Context: an optimization exercise on an open-source flow, tuned for small area and a short achievable clock period. The choices shown serve that exercise and are no tape-out recipe.
Where RTL was checked, it was by simulation tests only, not by an equivalence proof against the original.
Power figures rest on the tool's default switching activity, not on a simulated workload.

Setup of the previous run:
==> module usb_eps_arb, before the edit <==
module usb_eps_arb #(
    parameter int unsigned AW = usb_eps_pkg::EPS_AW,
    parameter int unsigned DW = usb_eps_pkg::EPS_DW
) (
    input  logic          clk,
    input  logic          rst,
    input  logic          eps_read_0,
    input  logic          eps_write_0,
    input  logic          eps_zero_0,
    input  logic [AW-1:0] eps_addr_0,
    input  logic [DW-1:0] eps_wrdata_0,
    output logic [DW-1:0] eps_rddata_3,
    input  logic          host_req,
    input  logic          host_we,
    input  logic [AW-1:0] host_addr,
    input  logic [DW-1:0] host_wdata,
    output logic [DW-1:0] host_rdata,
    output logic          host_ack,
    output logic          host_busy
);
    localparam int unsigned HW = AW / 2;
    localparam int unsigned NH = 2**HW;
    logic          eng_cmd, grant, init_busy, init_next;
    logic          busy_q, host_busy_q;
    logic          init_q;
    logic [AW-1:0] init_cnt_q;
    always_ff @(posedge clk) begin
        if (rst) begin
            init_q     <= 1'b1;
            init_cnt_q <= '0;
        end else if (init_q) begin
            init_cnt_q <= init_cnt_q + 1'b1;
            if (&init_cnt_q) begin
                init_q <= 1'b0;
            end
        end
    end
    assign init_busy = init_q;
    assign init_next = rst | (init_q & ~&init_cnt_q);
    assign eng_cmd = eps_read_0 | eps_write_0;
    assign grant   = ~busy_q & host_req & ~eng_cmd;
    function automatic logic [NH-1:0] dec(input logic [HW-1:0] a);
        for (int i = 0; i < NH; i++) begin
            dec[i] = (a == HW'(i));
        end
    endfunction
    logic [NH-1:0] e_hi, e_lo, h_hi, h_lo, r_hi, r_lo, w_hi, w_lo;
    logic          h_we;
    logic [DW-1:0] wdata_m;
    assign e_hi    = dec(eps_addr_0[AW-1:HW]);
    assign e_lo    = dec(eps_addr_0[HW-1:0]);
    assign h_hi    = dec(host_addr[AW-1:HW]);
    assign h_lo    = dec(host_addr[HW-1:0]);
    assign h_we    = grant & host_we;
    assign r_hi    = eng_cmd ? e_hi : h_hi;
    assign r_lo    = eng_cmd ? e_lo : h_lo;
    assign w_hi    = (eps_write_0 ? e_hi : '0) | (h_we ? h_hi : '0) | {NH{init_busy}};
    assign w_lo    = r_lo | {NH{init_busy}};
    assign wdata_m = eng_cmd ? (eps_zero_0 ? '0 : eps_wrdata_0) : host_wdata;
    logic [NH-1:0]      whi_nq, wlo_nq;
    logic [2**AW-1:0]   rsel_q;
    logic [DW-1:0]      wdata_q;
    logic               e_rd_q, h_rd_q, h1_q;
    always_ff @(posedge clk) begin
        whi_nq  <= ~w_hi;
        wlo_nq  <= ~w_lo;
        for (int w = 0; w < 2**AW; w++) begin
            rsel_q[w] <= r_hi[w / NH] & r_lo[w % NH];
        end
        wdata_q <= init_busy ? '0 : wdata_m;
    end
    always_ff @(posedge clk) begin
        if (rst) begin
            e_rd_q <= 1'b0;
            h_rd_q <= 1'b0;
            h1_q   <= 1'b0;
        end else begin
            e_rd_q <= eps_read_0 & ~eps_write_0 & ~init_busy;
            h_rd_q <= grant & ~host_we;
            h1_q   <= grant;
        end
    end
    logic [DW-1:0] ram_rdata;
    usb_eps_ram #(
        .AW (AW),
        .DW (DW)
    ) u_ram (
        .clk_i   (clk),
        .whi_ni  (whi_nq),
        .wlo_ni  (wlo_nq),
        .rsel_i  (rsel_q),
        .wdata_i (wdata_q),
        .rdata_o (ram_rdata)
    );
    logic e_rd2_q, h_rd2_q, h2_q;
    always_ff @(posedge clk) begin
        if (rst) begin
            e_rd2_q <= 1'b0;
            h_rd2_q <= 1'b0;
            h2_q    <= 1'b0;
        end else begin
            e_rd2_q <= e_rd_q;
            h_rd2_q <= h_rd_q;
            h2_q    <= h1_q;
        end
    end
    logic [DW-1:0] eps_rddata_q, host_rdata_q;
    logic          host_ack_q, h3_q;
    always_ff @(posedge clk) begin
        if (rst) begin
            host_ack_q   <= 1'b0;
            eps_rddata_q <= '0;
            host_rdata_q <= '0;
        end else begin
            host_ack_q <= h2_q;
            if (e_rd2_q) begin
                eps_rddata_q <= ram_rdata;
            end
            if (h_rd2_q) begin
                host_rdata_q <= ram_rdata;
            end
        end
    end
    always_ff @(posedge clk) begin
        h3_q        <= h2_q;
        busy_q      <= init_next | grant | h1_q | h2_q | h3_q;
        host_busy_q <= init_next | grant | h1_q | h2_q | host_ack_q;
    end
    assign eps_rddata_3 = eps_rddata_q;
    assign host_rdata   = host_rdata_q;
    assign host_ack     = host_ack_q;
    assign host_busy    = host_busy_q;
endmodule
export LEC_CHECK = 0
export CAP_MARGIN = 20
export CORE_MARGIN = 2
export CORE_UTILIZATION = 60
export CTS_CLUSTER_DIAMETER = 100
export CTS_CLUSTER_SIZE = 30
export SETUP_SLACK_MARGIN = 2.3
export SLEW_MARGIN = 20
export SYNTH_HIERARCHICAL = 1
create_clock -name core_clock -period 4.5 [get_ports {clk}]
run.sh (not shown) runs the stock make flow with config.mk's settings and CLKGATE_MAP_FILE= SYNTH_SCRIPT=/design/flow/synth_recipe.tcl, a recipe that flattens the netlist after the stock synthesis.
Modified inputs, the current run compared to the previous run
diff --git a/flow/design.v b/flow/design.v
--- a/flow/design.v
+++ b/flow/design.v
@@ -131,7 +131,7 @@
     localparam int unsigned HW = AW / 2;
     localparam int unsigned NH = 2**HW;
     logic          eng_cmd, grant, init_busy, init_next;
-    logic          busy_q, host_busy_q;
+    logic          busy_q;
     logic          init_q;
     logic [AW-1:0] init_cnt_q;
     always_ff @(posedge clk) begin
@@ -215,7 +215,7 @@
         end
     end
     logic [DW-1:0] eps_rddata_q, host_rdata_q;
-    logic          host_ack_q, h3_q;
+    logic          host_ack_q;
     always_ff @(posedge clk) begin
         if (rst) begin
             host_ack_q   <= 1'b0;
@@ -232,12 +232,10 @@
         end
     end
     always_ff @(posedge clk) begin
-        h3_q        <= h2_q;
-        busy_q      <= init_next | grant | h1_q | h2_q | h3_q;
-        host_busy_q <= init_next | grant | h1_q | h2_q | host_ack_q;
+        busy_q <= init_next | grant | h1_q | h2_q | host_ack_q;
     end
     assign eps_rddata_3 = eps_rddata_q;
     assign host_rdata   = host_rdata_q;
     assign host_ack     = host_ack_q;
-    assign host_busy    = host_busy_q;
-endmodule
+    assign host_busy    = busy_q;
+endmodule
--- outcome ---
On the current run: critical path depth is 3 lower than what the previous run gave.
Comparing the previous run with the current run, the clock power share came out essentially unchanged.
The current run ends up with higher area of the multi-input gates than the previous run does.
The antenna diode count in the previous run is 1.09 times that in the current run.
Looking at max-slew headroom at the worst pin, the current run sits 0.96 points lower than the previous run does.
Start point of the critical path: u_ram.part_nq[15]$_DFF_P_ -> the previous run, host_ack_q$_SDFF_PP0_ -> the current run
The current run: area of the die higher than the previous run
Per the comparison of the current run with the previous run, number of register bits inferred by synthesis held, HPWL after detailed placement went up, sequential cell count comparable.
Category of the critical setup timing path = reg2out: the current run; category of the critical setup timing path = reg2reg: the previous run
There was hardly any difference in overall power between the current run and the previous run.
Clock transition at the registers of the reported paths essentially unchanged between the previous run and the current run.
The current run vs. the previous run: number of port buffers barely changed; iteration count of the initial detailed-routing pass -3.
Function not checked in the current run: the RTL went through the layout flow alone.

## separate check: timing with driven ports
The results above use ideal ports. As a check the final layouts listed here were re-extracted and re-timed, cells and wires unchanged. Step 1 (the two cells are an assumption about what drives the block):
set clk [get_ports {clk}]
set_driving_cell -lib_cell sky130_fd_sc_hd__clkbuf_16 $clk
set_driving_cell -lib_cell sky130_fd_sc_hd__buf_2 [delete_from_list [all_inputs] $clk]
Step 2 adds t to the input delays and takes it off the output delays; t is the mean of the earliest and latest rising clock arrival at the registers after step 1. Input paths then give back, and output paths get back, about the clock's delay inside the block. Three values: ideal, step 1, step 2; two values: the first two.
run	t, ns	setup WS [ns]	worst hold slack (ns)	clock arrival spread, ns	worst slew at a driven data input, ns
the previous run	0.982	2.204 / 2.145 / 1.267	0.279 / 0.202 / 0.397	0.041 / 0.041	0.16
the current run	1.000	2.108 / 1.992 / 1.303	0.462 / 0.450 / 0.462	0.041 / 0.042	0.24
After both steps every run listed still meets setup and hold. The setup slack of the previous run, which loses most, moves by -0.059 ns with the drivers and by -0.937 ns with both steps.
